Context: an optimization exercise on an open-source flow, tuned for small area, a short achievable clock period and few clock cycles per item. The choices shown serve that exercise and are no tape-out recipe.
Only simulation tests tie the RTL to the original design; equivalence was not proved.

==> v32 <==
==> flow/design.v (excerpt) <==
module conv_engine (
  input  logic                 clock,
  input  logic                 reset,
  input  conv_pkg::pixel_t     pixel_in,
  input  logic                 pixel_strobe,
  input  conv_pkg::weight_t    weight_in,
  input  conv_pkg::tap_index_t weight_addr,
  input  logic                 weight_strobe,
  input  conv_pkg::result_t    bias_in,
  input  logic                 relu_enable,
  output conv_pkg::result_t    result_out,
  output logic                 result_valid,
  output logic                 overflow
);
Settings: LEC_CHECK=0, ABC_AREA=1, CAP_MARGIN=20, CORE_MARGIN=2, CORE_UTILIZATION=30, SETUP_SLACK_MARGIN=3.2, SLEW_MARGIN=20, TNS_END_PERCENT=20; clock period 5.5 ns.
standard.sh (not shown) runs the stock make flow with config.mk's settings and CLKGATE_MAP_FILE= SYNTH_SCRIPT=/design/flow/synth_recipe.tcl, a recipe that flattens the netlist after the stock synthesis.
==> flow/flow/run.sh <==
#!/bin/bash
# Standard layout, with one netlist clean-up between synthesis and floorplan:
# fixinv.py removes inverters between full adders by choosing each adder's
# polarity (registers and all other cells are kept as synthesized).
set -euo pipefail
work=$PWD
res=$work/orfs/results/$FLOW_PLATFORM/conv_engine/base

bash standard.sh synth > synth.log 2>&1
python3 flow/fixinv.py "$res/1_2_yosys.v" "$work/1_2_yosys.fixinv.v" > fixinv.log 2>&1
cp "$work/1_2_yosys.fixinv.v" "$res/1_2_yosys.v"
rm -f "$res/1_synth.odb" "$res/1_synth.sdc"
# clock tree without dummy loads
# ports buffered with plain buffers (the default pick is a delay cell)
bash standard.sh CTS_ARGS="-sink_clustering_enable -repair_clock_nets -dont_use_dummy_load" BUFFER_PORTS_ARGS="-buffer_cell sky130_fd_sc_hd__buf_1" finish > layout.log 2>&1
Other scripts of this flow, unchanged in this note and not shown: flow/flow/fixinv.py
==> v9 (differences from v32) <==
--- a/flow/flow/run.sh
+++ b/flow/flow/run.sh
@@ -10,6 +10,4 @@
 python3 flow/fixinv.py "$res/1_2_yosys.v" "$work/1_2_yosys.fixinv.v" > fixinv.log 2>&1
 cp "$work/1_2_yosys.fixinv.v" "$res/1_2_yosys.v"
 rm -f "$res/1_synth.odb" "$res/1_synth.sdc"
-# clock tree without dummy loads
-# ports buffered with plain buffers (the default pick is a delay cell)
-bash standard.sh CTS_ARGS="-sink_clustering_enable -repair_clock_nets -dont_use_dummy_load" BUFFER_PORTS_ARGS="-buffer_cell sky130_fd_sc_hd__buf_1" finish > layout.log 2>&1
+bash standard.sh finish > layout.log 2>&1
==> v2 (differences from v32) <==
--- a/flow/flow/run.sh
+++ b/flow/flow/run.sh
@@ -10,6 +10,5 @@
 python3 flow/fixinv.py "$res/1_2_yosys.v" "$work/1_2_yosys.fixinv.v" > fixinv.log 2>&1
 cp "$work/1_2_yosys.fixinv.v" "$res/1_2_yosys.v"
 rm -f "$res/1_synth.odb" "$res/1_synth.sdc"
-# clock tree without dummy loads
-# ports buffered with plain buffers (the default pick is a delay cell)
-bash standard.sh CTS_ARGS="-sink_clustering_enable -repair_clock_nets -dont_use_dummy_load" BUFFER_PORTS_ARGS="-buffer_cell sky130_fd_sc_hd__buf_1" finish > layout.log 2>&1
+# clock tree without dummy loads, in clusters of up to 20 sinks
+bash standard.sh CTS_ARGS="-sink_clustering_enable -repair_clock_nets -dont_use_dummy_load -sink_clustering_size 20 -sink_clustering_max_diameter 60" finish > layout.log 2>&1
==> v3 (differences from v32) <==
--- a/flow/flow/run.sh
+++ b/flow/flow/run.sh
@@ -10,6 +10,4 @@
 python3 flow/fixinv.py "$res/1_2_yosys.v" "$work/1_2_yosys.fixinv.v" > fixinv.log 2>&1
 cp "$work/1_2_yosys.fixinv.v" "$res/1_2_yosys.v"
 rm -f "$res/1_synth.odb" "$res/1_synth.sdc"
-# clock tree without dummy loads
-# ports buffered with plain buffers (the default pick is a delay cell)
-bash standard.sh CTS_ARGS="-sink_clustering_enable -repair_clock_nets -dont_use_dummy_load" BUFFER_PORTS_ARGS="-buffer_cell sky130_fd_sc_hd__buf_1" finish > layout.log 2>&1
+bash standard.sh finish > layout.log 2>&1
--- a/flow/config.mk
+++ b/flow/config.mk
@@ -8,7 +8,7 @@
 export ABC_AREA = 1
 export CAP_MARGIN = 20
 export CORE_MARGIN = 2
-export CORE_UTILIZATION = 30
+export CORE_UTILIZATION = 45
 export SETUP_SLACK_MARGIN = 3.2
 export SLEW_MARGIN = 20
 export TNS_END_PERCENT = 20
==> impl_metrics.py <==
metrics = {
    "grt": {
        "grt_usage": 0.164,
        "use_met3": 0.0266,
    },
    "worst_hold_path": {
        "worstHoldStart": "mult_adder_inst.q2_772",
    },
    "outcome": {
        "status": "complete, no violations",
    },
    "detailed_routing": {
        "top_layer": "met5",
    },
    "clocking": {
        "postCtsSetupBuffers": 25,
    },
    "cells_and_area": {
        "area.share.sequential": 0.436,
    },
    "sta": {
        "tightest_slew_ns": 1.16,
    },
    "die": {
        "dieArea_mm2": 0.0965,
        "core_area_mm2": 0.0932,
    },
    "power_and_ir_drop": {
        "power_frac_seq": 0.345,
        "switching_power_uw": 8030,
    },
    "setup_path": {
        "path_class": "reg2reg",
    },
}
Source of the figures above: v32

==> impl_metrics.py <==
metrics = {
    "sta": {
        "finalSetupTns_ns": 0,
        "tightest_slew_ns": 1.10,
    },
    "clocking": {
        "clkTransAtPathRegs_ns": 0.06,
        "postCtsSetupBuffers": 2,
    },
    "power_and_ir_drop": {
        "power_frac_seq": 0.354,
        "switching_power_uw": 7830,
    },
    "detailed_routing": {
        "top_layer": "met4",
    },
    "die": {
        "dieArea_mm2": 0.0965,
    },
    "grt": {
        "use_met3": 0.0308,
        "grt_max_degree": 64,
    },
    "cells_and_area": {
        "n_all_inverters": 94,
        "final_cells": 3376,
        "top_register": "window_shifter_inst.hist",
    },
    "outcome": {
        "status": "complete, no violations",
    },
}
Source of the figures above: v2

==> impl_metrics.py <==
metrics = {
    "outcome": {
        "status": "complete, no violations",
    },
    "detailed_routing": {
        "top_layer": "met5",
        "vias": 16300,
    },
    "power_and_ir_drop": {
        "power_frac_seq": 0.337,
        "switching_power_uw": 8150,
    },
    "worst_hold_path": {
        "worstHoldStart": "mult_adder_inst.q2_839",
    },
    "die": {
        "dieArea_mm2": 0.0965,
    },
    "setup_path": {
        "path_class": "reg2reg",
    },
    "clocking": {
        "postCtsSetupBuffers": 5,
    },
    "grt": {
        "grt_usage": 0.164,
    },
}
Source of the figures above: v9

==> impl_metrics.py <==
metrics = {
    "outcome": {
        "status": "complete, no violations",
    },
    "sta": {
        "tightest_slew_ns": 1.08,
    },
    "power_and_ir_drop": {
        "switching_power_uw": 8280,
        "power_frac_seq": 0.328,
    },
    "grt": {
        "use_met3": 0.0396,
        "grt_usage": 0.247,
    },
    "setup_path": {
        "path_class": "reg2reg",
    },
    "clocking": {
        "postCtsSetupBuffers": 8,
    },
    "die": {
        "dieArea_mm2": 0.0647,
        "core_area_mm2": 0.0618,
    },
    "cells_and_area": {
        "area.share.sequential": 0.433,
        "regArea_mm2": 0.0141,
    },
}
Source of the figures above: v3

Testbench counts of v32, summed over its fixed seeds: cycles 16,416, results 16,240.
Testbench counts of v9, summed over its fixed seeds: cycles 16,416, results 16,240.
Testbench counts of v2, summed over its fixed seeds: cycles 16,416, results 16,240.
Testbench counts of v3, summed over its fixed seeds: cycles 16,416, results 16,240.

==> afterwards: timing with drivers on the ports <==
The flow's constraints put no driver on any port. The routed layouts listed below were extracted and timed again, unchanged, in two steps. Step 1 sets driving cells, clkbuf_16 on the clock port and buf_2 on the other inputs (assumed; they add their load-dependent delay and slew). Step 2 adds t to the input delays and takes it off the output delays; t is the mean of the earliest and latest rising clock arrival at the registers after step 1. Input paths then give back, and output paths get back, about the clock's delay inside the block. a / b / c = ideal ports / drivers / drivers and shift; a / b = the first two.
run | t (ns) | slack for setup (ns) | worst slew at a driven data input, ns
v32 | 0.670 | 3.132 / 3.132 / 3.132 | 0.04
v9 | 0.697 | 3.152 / 3.123 / 3.152 | 0.04
v2 | 0.639 | 3.034 / 2.970 / 3.050 | 0.04
v3 | 0.688 | 3.107 / 3.107 / 3.107 | 0.05
After both steps setup and hold are still met in every run listed.
